This design comes from an exercise in tuning for small area on the open sky130 flow, not from production work. In this exercise RTL edits were held to simulation tests only and were not proved equivalent to the original. Power figures rest on the tool's default switching activity, not on a simulated workload.

==> config.mk <==
export PLATFORM = sky130hd
export DESIGN_NAME = humidity_sensor_pulse_decoder_core
export DESIGN_NICKNAME = humidity_sensor_pulse_decoder_core
export VERILOG_FILES = /design/flow/design.v
export SDC_FILE = /design/flow/constraint.sdc
export NUM_CORES = 4
export LEC_CHECK = 0
export CAP_MARGIN = 20
export CORE_MARGIN = 2
export CORE_UTILIZATION = 40
export SLEW_MARGIN = 20
==> constraint.sdc <==
create_clock -name core_clock -period 9.0 [get_ports {clk}]
set_input_delay 1.8000 -clock core_clock [delete_from_list [all_inputs] [get_ports {clk}]]
set_output_delay 1.8000 -clock core_clock [all_outputs]
set_load 0.01 [all_outputs]
==> design.v <==
package hspd_pkg;
    localparam int FRAME_W     = 40;
    localparam int COUNT_W     = 6;
    localparam int CFG_INDEX_W = 2;
    localparam int HUM_W       = 12;
    localparam int TC_W        = 13;
    localparam int TF_W        = 14;
    localparam logic [CFG_INDEX_W-1:0] CFG_BIT_THRESHOLD = 2'd0;
    localparam logic [CFG_INDEX_W-1:0] CFG_TIMEOUT_LIMIT = 2'd1;
    localparam logic [CFG_INDEX_W-1:0] CFG_MAX_EDGES     = 2'd2;
    localparam logic [7:0] BIT_THRESHOLD_RST = 8'd16;
    localparam logic [7:0] TIMEOUT_LIMIT_RST = 8'd255;
    localparam logic [7:0] MAX_EDGES_RST     = 8'd200;
    localparam logic REQ_SAMPLE = 1'b0;
    localparam logic REQ_START  = 1'b1;
    localparam logic [COUNT_W-1:0] FULL_BITS       = 6'd40;
    localparam logic [7:0]         FIRST_DATA_EDGE = 8'd4;
    localparam logic [15:0] HUM_LIMIT  = 16'd1000;
    localparam logic [14:0] TEMP_LIMIT = 15'd1250;
    localparam logic signed [16:0] F_BIAS   = 17'sd26602;
    localparam logic [15:0]        RECIP5   = 16'd52429;
    localparam int                 RECIP_SH = 18;
    localparam logic [TF_W-1:0]    F_OFFSET = 14'd5000;
    typedef struct packed {
        logic [FRAME_W-1:0] frame;
        logic [COUNT_W-1:0] count;
        logic               tmo;
    } hspd_snap_t;
    typedef struct packed {
        logic [FRAME_W-1:0]    frame;
        logic [COUNT_W-1:0]    count;
        logic                  ok;
        logic                  valid;
        logic                  tmo;
        logic [HUM_W-1:0]      hum;
        logic signed [TC_W-1:0] tc;
    } hspd_dec_t;
endpackage
module hspd_result (
    input  logic                 clk,
    input  logic                 rst_n,
    input  logic                 snap_valid,
    output logic                 snap_ready,
    input  hspd_pkg::hspd_snap_t snap,
    output logic                                result_valid,
    input  logic                                result_ready,
    output logic [hspd_pkg::FRAME_W-1:0]        result_raw_frame,
    output logic [hspd_pkg::COUNT_W-1:0]        result_bits_received,
    output logic                                result_checksum_ok,
    output logic                                result_frame_valid,
    output logic                                result_timed_out,
    output logic [hspd_pkg::HUM_W-1:0]          result_humidity_tenths,
    output logic signed [hspd_pkg::TC_W-1:0]    result_temp_c_tenths,
    output logic signed [hspd_pkg::TF_W-1:0]    result_temp_f_tenths
);
    logic                 b_valid_reg;
    hspd_pkg::hspd_snap_t b_snap_reg;
    logic                 c_valid_reg;
    hspd_pkg::hspd_dec_t  c_dec_reg;
    logic                 d_valid_reg;
    logic b_free;
    logic c_free;
    logic d_free;
    logic [7:0]                      d0, d1, d2, d3, d4;
    logic [9:0]                      byte_sum;
    logic [15:0]                     hum_raw;
    logic [14:0]                     mag_raw;
    logic [hspd_pkg::HUM_W-1:0]      hum_alt;
    logic [hspd_pkg::HUM_W-1:0]      mag_alt;
    logic [hspd_pkg::HUM_W-1:0]      mag;
    hspd_pkg::hspd_dec_t             dec_next;
    logic signed [16:0]              tc_ext;
    logic signed [16:0]              f_scaled;
    logic [31:0]                     f_prod;
    logic [hspd_pkg::TF_W-1:0]       tf_next;
    assign d_free     = !d_valid_reg || result_ready;
    assign c_free     = !c_valid_reg || d_free;
    assign b_free     = !b_valid_reg || c_free;
    assign snap_ready = b_free;
    assign d0 = b_snap_reg.frame[39:32];
    assign d1 = b_snap_reg.frame[31:24];
    assign d2 = b_snap_reg.frame[23:16];
    assign d3 = b_snap_reg.frame[15:8];
    assign d4 = b_snap_reg.frame[7:0];
    always_comb
    begin
        byte_sum = {2'b00, d0} + {2'b00, d1} + {2'b00, d2} + {2'b00, d3};
        hum_raw  = {d0, d1};
        mag_raw  = {d2[6:0], d3};
        hum_alt  = ({4'b0000, d0} << 3) + ({4'b0000, d0} << 1);
        mag_alt  = ({4'b0000, d2} << 3) + ({4'b0000, d2} << 1);
        dec_next.frame = b_snap_reg.frame;
        dec_next.count = b_snap_reg.count;
        dec_next.tmo   = b_snap_reg.tmo;
        dec_next.ok    = (d4 == byte_sum[7:0]);
        dec_next.valid = dec_next.ok && (b_snap_reg.count == hspd_pkg::FULL_BITS);
        if (hum_raw > hspd_pkg::HUM_LIMIT)
        begin
            dec_next.hum = hum_alt;
        end
        else
        begin
            dec_next.hum = hum_raw[11:0];
        end
        if (mag_raw > hspd_pkg::TEMP_LIMIT)
        begin
            mag = mag_alt;
        end
        else
        begin
            mag = mag_raw[11:0];
        end
        if (d2[7])
        begin
            dec_next.tc = -$signed({1'b0, mag});
        end
        else
        begin
            dec_next.tc = $signed({1'b0, mag});
        end
        if (!dec_next.valid)
        begin
            dec_next.hum = '0;
            dec_next.tc  = '0;
        end
    end
    always_comb
    begin
        tc_ext   = {{4{c_dec_reg.tc[12]}}, c_dec_reg.tc};
        f_scaled = (tc_ext <<< 3) + tc_ext + hspd_pkg::F_BIAS;
        f_prod   = 32'(f_scaled[15:0]) * 32'(hspd_pkg::RECIP5);
        if (c_dec_reg.valid)
        begin
            tf_next = f_prod[31:hspd_pkg::RECIP_SH] - hspd_pkg::F_OFFSET;
        end
        else
        begin
            tf_next = '0;
        end
    end
    always_ff @(posedge clk or negedge rst_n)
    begin
        if (!rst_n)
        begin
            b_valid_reg <= 1'b0;
            c_valid_reg <= 1'b0;
            d_valid_reg <= 1'b0;
        end
        else
        begin
            if (b_free)
            begin
                b_valid_reg <= snap_valid;
            end
            if (c_free)
            begin
                c_valid_reg <= b_valid_reg;
            end
            if (d_free)
            begin
                d_valid_reg <= c_valid_reg;
            end
        end
    end
    always_ff @(posedge clk)
    begin
        if (b_free && snap_valid)
        begin
            b_snap_reg <= snap;
        end
        if (c_free && b_valid_reg)
        begin
            c_dec_reg <= dec_next;
        end
        if (d_free && c_valid_reg)
        begin
            result_raw_frame       <= c_dec_reg.frame;
            result_bits_received   <= c_dec_reg.count;
            result_checksum_ok     <= c_dec_reg.ok;
            result_frame_valid     <= c_dec_reg.valid;
            result_timed_out       <= c_dec_reg.tmo;
            result_humidity_tenths <= c_dec_reg.hum;
            result_temp_c_tenths   <= c_dec_reg.tc;
            result_temp_f_tenths   <= $signed(tf_next);
        end
    end
    assign result_valid = d_valid_reg;
endmodule
module humidity_sensor_pulse_decoder_core (
    input  logic                                clk,
    input  logic                                rst_n,
    input  logic                                item_valid,
    output logic                                item_ready,
    input  logic                                item_req_type,
    input  logic                                item_pin_level,
    input  logic                                cfg_valid,
    output logic                                cfg_ready,
    input  logic [hspd_pkg::CFG_INDEX_W-1:0]    cfg_index,
    input  logic [7:0]                          cfg_data,
    output logic                                result_valid,
    input  logic                                result_ready,
    output logic [hspd_pkg::FRAME_W-1:0]        result_raw_frame,
    output logic [hspd_pkg::COUNT_W-1:0]        result_bits_received,
    output logic                                result_checksum_ok,
    output logic                                result_frame_valid,
    output logic                                result_timed_out,
    output logic [hspd_pkg::HUM_W-1:0]          result_humidity_tenths,
    output logic signed [hspd_pkg::TC_W-1:0]    result_temp_c_tenths,
    output logic signed [hspd_pkg::TF_W-1:0]    result_temp_f_tenths
);
    logic [7:0] bit_threshold_reg;
    logic [7:0] timeout_limit_reg;
    logic [7:0] max_edges_reg;
    logic a_valid_reg;
    logic a_req_reg;
    logic a_pin_reg;
    logic a_adv;
    logic                          busy_reg,        busy_next;
    logic                          last_level_reg,  last_level_next;
    logic [7:0]                    run_length_reg,  run_length_next;
    logic [7:0]                    edge_index_reg,  edge_index_next;
    logic [hspd_pkg::COUNT_W-1:0]  bit_count_reg,   bit_count_next;
    logic [hspd_pkg::FRAME_W-1:0]  frame_reg,       frame_next;
    logic [7:0]                    run_inc;
    logic [7:0]                    edge_inc;
    logic                          new_bit;
    logic                          shift_en;
    logic [hspd_pkg::FRAME_W-1:0]  frame_shifted;
    logic                          emit;
    logic                          emit_tmo;
    logic                 snap_valid;
    logic                 snap_ready;
    hspd_pkg::hspd_snap_t snap;
    assign cfg_ready = 1'b1;
    always_ff @(posedge clk or negedge rst_n)
    begin
        if (!rst_n)
        begin
            bit_threshold_reg <= hspd_pkg::BIT_THRESHOLD_RST;
            timeout_limit_reg <= hspd_pkg::TIMEOUT_LIMIT_RST;
            max_edges_reg     <= hspd_pkg::MAX_EDGES_RST;
        end
        else if (cfg_valid)
        begin
            unique case (cfg_index)
                hspd_pkg::CFG_BIT_THRESHOLD: bit_threshold_reg <= cfg_data;
                hspd_pkg::CFG_TIMEOUT_LIMIT: timeout_limit_reg <= cfg_data;
                hspd_pkg::CFG_MAX_EDGES:     max_edges_reg     <= cfg_data;
                default:                     ;
            endcase
        end
    end
    assign run_inc  = run_length_reg + 8'd1;
    assign edge_inc = edge_index_reg + 8'd1;
    assign new_bit  = run_length_reg > bit_threshold_reg;
    assign shift_en = (edge_index_reg >= hspd_pkg::FIRST_DATA_EDGE) && !edge_index_reg[0]
                      && (bit_count_reg < hspd_pkg::FULL_BITS);
    always_comb
    begin
        frame_shifted = frame_reg;
        for (int k = 0; k < 5; k++)
        begin
            if (bit_count_reg[5:3] == 3'(k))
            begin
                frame_shifted[39-8*k -: 8] = {frame_reg[38-8*k -: 7], new_bit};
            end
        end
    end
    always_comb
    begin
        busy_next       = busy_reg;
        last_level_next = last_level_reg;
        run_length_next = run_length_reg;
        edge_index_next = edge_index_reg;
        bit_count_next  = bit_count_reg;
        frame_next      = frame_reg;
        emit            = 1'b0;
        emit_tmo        = 1'b0;
        if (a_valid_reg)
        begin
            if (a_req_reg == hspd_pkg::REQ_START)
            begin
                busy_next       = 1'b1;
                last_level_next = 1'b1;
                run_length_next = '0;
                edge_index_next = '0;
                bit_count_next  = '0;
                frame_next      = '0;
            end
            else if (busy_reg)
            begin
                if (a_pin_reg == last_level_reg)
                begin
                    run_length_next = run_inc;
                    if (run_inc == timeout_limit_reg)
                    begin
                        emit      = 1'b1;
                        emit_tmo  = 1'b1;
                        busy_next = 1'b0;
                    end
                end
                else
                begin
                    if (shift_en)
                    begin
                        frame_next     = frame_shifted;
                        bit_count_next = bit_count_reg + 6'd1;
                    end
                    edge_index_next = edge_inc;
                    last_level_next = a_pin_reg;
                    run_length_next = '0;
                    if (edge_inc == max_edges_reg)
                    begin
                        emit      = 1'b1;
                        busy_next = 1'b0;
                    end
                end
            end
        end
    end
    assign a_adv      = a_valid_reg && (!emit || snap_ready);
    assign item_ready = !a_valid_reg || a_adv;
    assign snap_valid = a_valid_reg && emit;
    assign snap.frame = frame_next;
    assign snap.count = bit_count_next;
    assign snap.tmo   = emit_tmo;
    always_ff @(posedge clk or negedge rst_n)
    begin
        if (!rst_n)
        begin
            a_valid_reg    <= 1'b0;
            busy_reg       <= 1'b0;
            last_level_reg <= 1'b1;
            run_length_reg <= '0;
            edge_index_reg <= '0;
            bit_count_reg  <= '0;
            frame_reg      <= '0;
        end
        else
        begin
            if (item_ready)
            begin
                a_valid_reg <= item_valid;
            end
            if (a_adv)
            begin
                busy_reg       <= busy_next;
                last_level_reg <= last_level_next;
                run_length_reg <= run_length_next;
                edge_index_reg <= edge_index_next;
                bit_count_reg  <= bit_count_next;
                frame_reg      <= frame_next;
            end
        end
    end
    always_ff @(posedge clk)
    begin
        if (item_valid && item_ready)
        begin
            a_req_reg <= item_req_type;
            a_pin_reg <= item_pin_level;
        end
    end
    hspd_result u_result (
        .clk        (clk),
        .rst_n      (rst_n),
        .snap_valid (snap_valid),
        .snap_ready (snap_ready),
        .snap       (snap),
        .result_valid           (result_valid),
        .result_ready           (result_ready),
        .result_raw_frame       (result_raw_frame),
        .result_bits_received   (result_bits_received),
        .result_checksum_ok     (result_checksum_ok),
        .result_frame_valid     (result_frame_valid),
        .result_timed_out       (result_timed_out),
        .result_humidity_tenths (result_humidity_tenths),
        .result_temp_c_tenths   (result_temp_c_tenths),
        .result_temp_f_tenths   (result_temp_f_tenths)
    );
endmodule
==> run.sh <==
#!/bin/bash
# synth_recipe.tcl (not shown) runs the flow's synth.tcl, then flattens the netlist and writes it again
# the make line also repeats each setting of config.mk as NAME=value (left out here)
make -C /OpenROAD-flow-scripts/flow DESIGN_CONFIG=/design/flow/config.mk WORK_HOME=/design/flow/orfs CLKGATE_MAP_FILE= SYNTH_SCRIPT=/design/flow/synth_recipe.tcl finish
==> run summary <==
[timing repair]
action	CTS	global route
gates resized for setup	2	15
pin swaps	0	4
endpoints found under the setup margin	1	7
setup buffers	0	2
[report_power, final]
group	total (mW)	internal, mW	switching [mW]
clock network	1.45	0.837	0.610
registers	1.58	1.53	0.0464
logic	0.460	0.193	0.267
total	3.49	2.56	0.923
[area by class of cell]
type                       count  area, um^2
fill                        4301       25300
multi-input combinational   1049        9760
clock inverter                18         159
timing repair buffer         126        1210
inverter                     207         777
tap                          615         769
sequential                   303        8650
clock buffer                  47        1010
[cell usage after synthesis (all sizes together), types with 6 or more instances]
cell,count
edfxtp,211
inv,206
ha,190
fa,95
dfrtp,79
nor2,75
o21ai,60
xnor2,57
a21oi,52
nand2,43
a32o,42
o2bb2ai,42
a22oi,41
xor2,36
clkbuf,26
nand3,26
a21o,23
nor3,22
buf,21
and3,19
mux2,19
nor2b,18
mux2i,16
and2,13
dfstp,13
nor4,13
nand2b,12
o21a,10
nand4,9
a211o,8
a211oi,8
or3,8
and4,7
o21bai,7
a31oi,6
nor3b,6
[stage by stage]
| step | utilization [%] | TNS (ns) |
|---|---|---|
| after floorplan | - | 0 |
| after global placement | 44.2 | 0 |
| after detailed placement | 44.2 | -0.0560 |
| after CTS | 46.6 | 0 |
| after global routing | 46.9 | -0.0213 |
| final | 46.9 | 0 |
[worst max-delay path, delay by kind of cell, from the launching register on]
family / cells / cell delay, ns
fa+ha+maj: 10 / 3.94
compound gates: 10 / 1.97
flops: 1 / 0.42
buf+inv: 3 / 0.23
simple gates: 8 / 1.46
xor+xnor: 2 / 0.39
[worst min path at each step]
stage | start | endpoint | slack (ns)
6_report | u_result.c_dec_reg[66] | u_result.result_raw_frame[32] | 0.41
3_5_place_dp | u_result.c_dec_reg[51] | u_result.result_raw_frame[17] | 0.40
5_1_grt | u_result.c_dec_reg[66] | u_result.result_raw_frame[32] | 0.42
2_1_floorplan | u_result.b_snap_reg[0] | u_result.c_dec_reg[25] | 0.40
3_3_place_gp | u_result.c_dec_reg[22] | u_result.result_humidity_tenths[9] | 0.40
4_1_cts | u_result.c_dec_reg[66] | u_result.result_raw_frame[32] | 0.41
[metal layers]
metal | vias up | GRT usage [%] | part of all wire [%]
li1 | 6077 | - | -
met1 | 6321 | 23.3 | 43
met2 | 233 | 31.9 | 50
met3 | 71 | 3.06 | 3.9
met4 | 0 | 5.57 | 2.6
met5 | - | 0 | 0
[cells by family after synthesis]
kind of cell	after synthesis	synth area share, %
AOI/OAI and AO/OA	347	13.7
and+or+nand+nor	288	7.84
buffers and inverters	254	5.09
DFF	303	44.9
adders and majority gates	285	22.2
xor gates and xnor gates	93	4.27
other	1	0.0195
muxes	35	1.94
==> reports/metrics.csv <==
metric,value,unit
status,finished clean,
most frequent CP cell,ha_1,
first-pass GRT wire length,71500,um
ANT cells,0,
RSZ-0062 raised after global routing,yes,
Worst-Skew Late Latency,0.55,ns
Tcrit/Tclk final,95.4,%
die area,49900,um^2
worst endpoint required time,9.40,ns
Synth area leaders,"edfxtp_1 (33%), ha_1 (12%), dfrtp_1 (10%)",
gp weighted congestion,0.897,
"slowest stage delay, CP",0.54,ns
Setup WS pre-CTS,-0.0560,ns
DIE HEIGHT,223,um
Worst Hold Slack,0.414,ns
crit path launch,u_result.c_dec_reg[4],
share of cells above drive strength 1,8.57,%
most frequent cells in the layout,"edfxtp_1 (211), inv_1 (206), ha_1 (188), clkdlybuf4s50_1 (105), fa_1 (95)",
Non-Filler Instances,2365,
via-per-instance ratio,5.37,
P&R area growth vs syn,16.0,%
H-Tree Depth,2,
Site Rows,80,
Clock Tree Buf Depth,3,
peak supply drop,0.105,mV
Leakage Power,9.37,nW
Placed Cells,2298,
Cells after Synth,1606,
syn_nets,1908,
Reg2Reg Setup Slack,0.42,ns
Crit. End Element,flip-flop,
die width,223,um
"Slowest-stage cell, CP",fa_1,
#FFs+latches synth,303,
fin worst setup slack,0.417,ns
syn avg cell area,12.0,um^2
crit path DAT,8.98,ns
vias in the first global route,13072,
CTS root buf,clkbuf_16,
DRT iter0 DRCs,709,
"EDFF count, synth",211,
total gr overflow,0,
Worst Hold Class,flip-flop to flip-flop,
post-cts hold buffer count,0,
post-synth cell types,86,
Max Fanout on Critical Path,4,
DR WL/cell,19.1,um
DRT Pass-1 Iters,5,
Reg2Reg Depth,33,
final setup violating endpoints,0,
Worst Setup EP,u_result.result_temp_f_tenths[13],
Rel. slew slack,33.8,%
PwrDens,156,nW/um^2
initial antenna violation count,0,
largest area contributor in the netlist,edfxtp_1,
Finished Cell Area,22300,um^2
final wirelength,45100,um
asr flop ratio synth,30.4,%
Final Net Count,2025,
post-layout minimum cycle time,8.58,ns
routed via count,12702,
placed cell areas,21000,um^2
Worst-Margin Slew,0.990,ns
Power Total,3.49,mW
mapped cell area,19300,um^2
Final Skew,0.0146,ns
Initial Util,40.4,%
register area share after synthesis,44.9,%
IO buf count,106,
Final ANT Viol Nets,0,
CTS tree,yes,
largest net degree at the start of global routing,68,
DRC violations left,0,
Top Ports,108,
Max Freq,0.117,GHz
Synth top area share,32.9,%
final hold vios,0,
Yosys warning count,2,
GR Util All Layers,18.3,%
RR Startpoint,u_result.c_dec_reg[4],
"Slew Viols, Final",0,
CP startpoint kind,flip-flop,
Synth Flop Type,edfxtp_1,
"commonest non-fill, non-tap cell in the layout",edfxtp_1,
cts bufs inserted,36,
max reg flops,74,
core box area,47600,um^2
clk sinks,303,
max-cap viol count,0,
critical path class,flip-flop to flip-flop,
Worst-path clk slew,0.06,ns
R2R Path End,u_result.result_temp_f_tenths[13],
WHS Path Cells,0,
Detail Placement HPWL,33800,um

==> re-timing with driven ports <==
No port has a modelled driver above. Below, the same layout with a new extraction and two added sets of constraints.
Step 1, drivers: a clkbuf_16 drives clk and a buf_2 each remaining input, both assumed.
Step 2 adds t to the input delays and takes it off the output delays; t is the mean of the earliest and latest rising clock arrival at the registers after step 1. Input paths then give back, and output paths get back, about the clock's delay inside the block.
Three values: no drivers, after step 1, after step 2; two values: the first two.
t, ns: 0.601
setup WS [ns]: 0.417 / 0.417 / 0.417
clock arrival spread, ns: 0.015 / 0.016
After both steps setup and hold are still met in this run. The setup slack of this run moves by 0.000 ns with the drivers and by 0.000 ns with both steps.
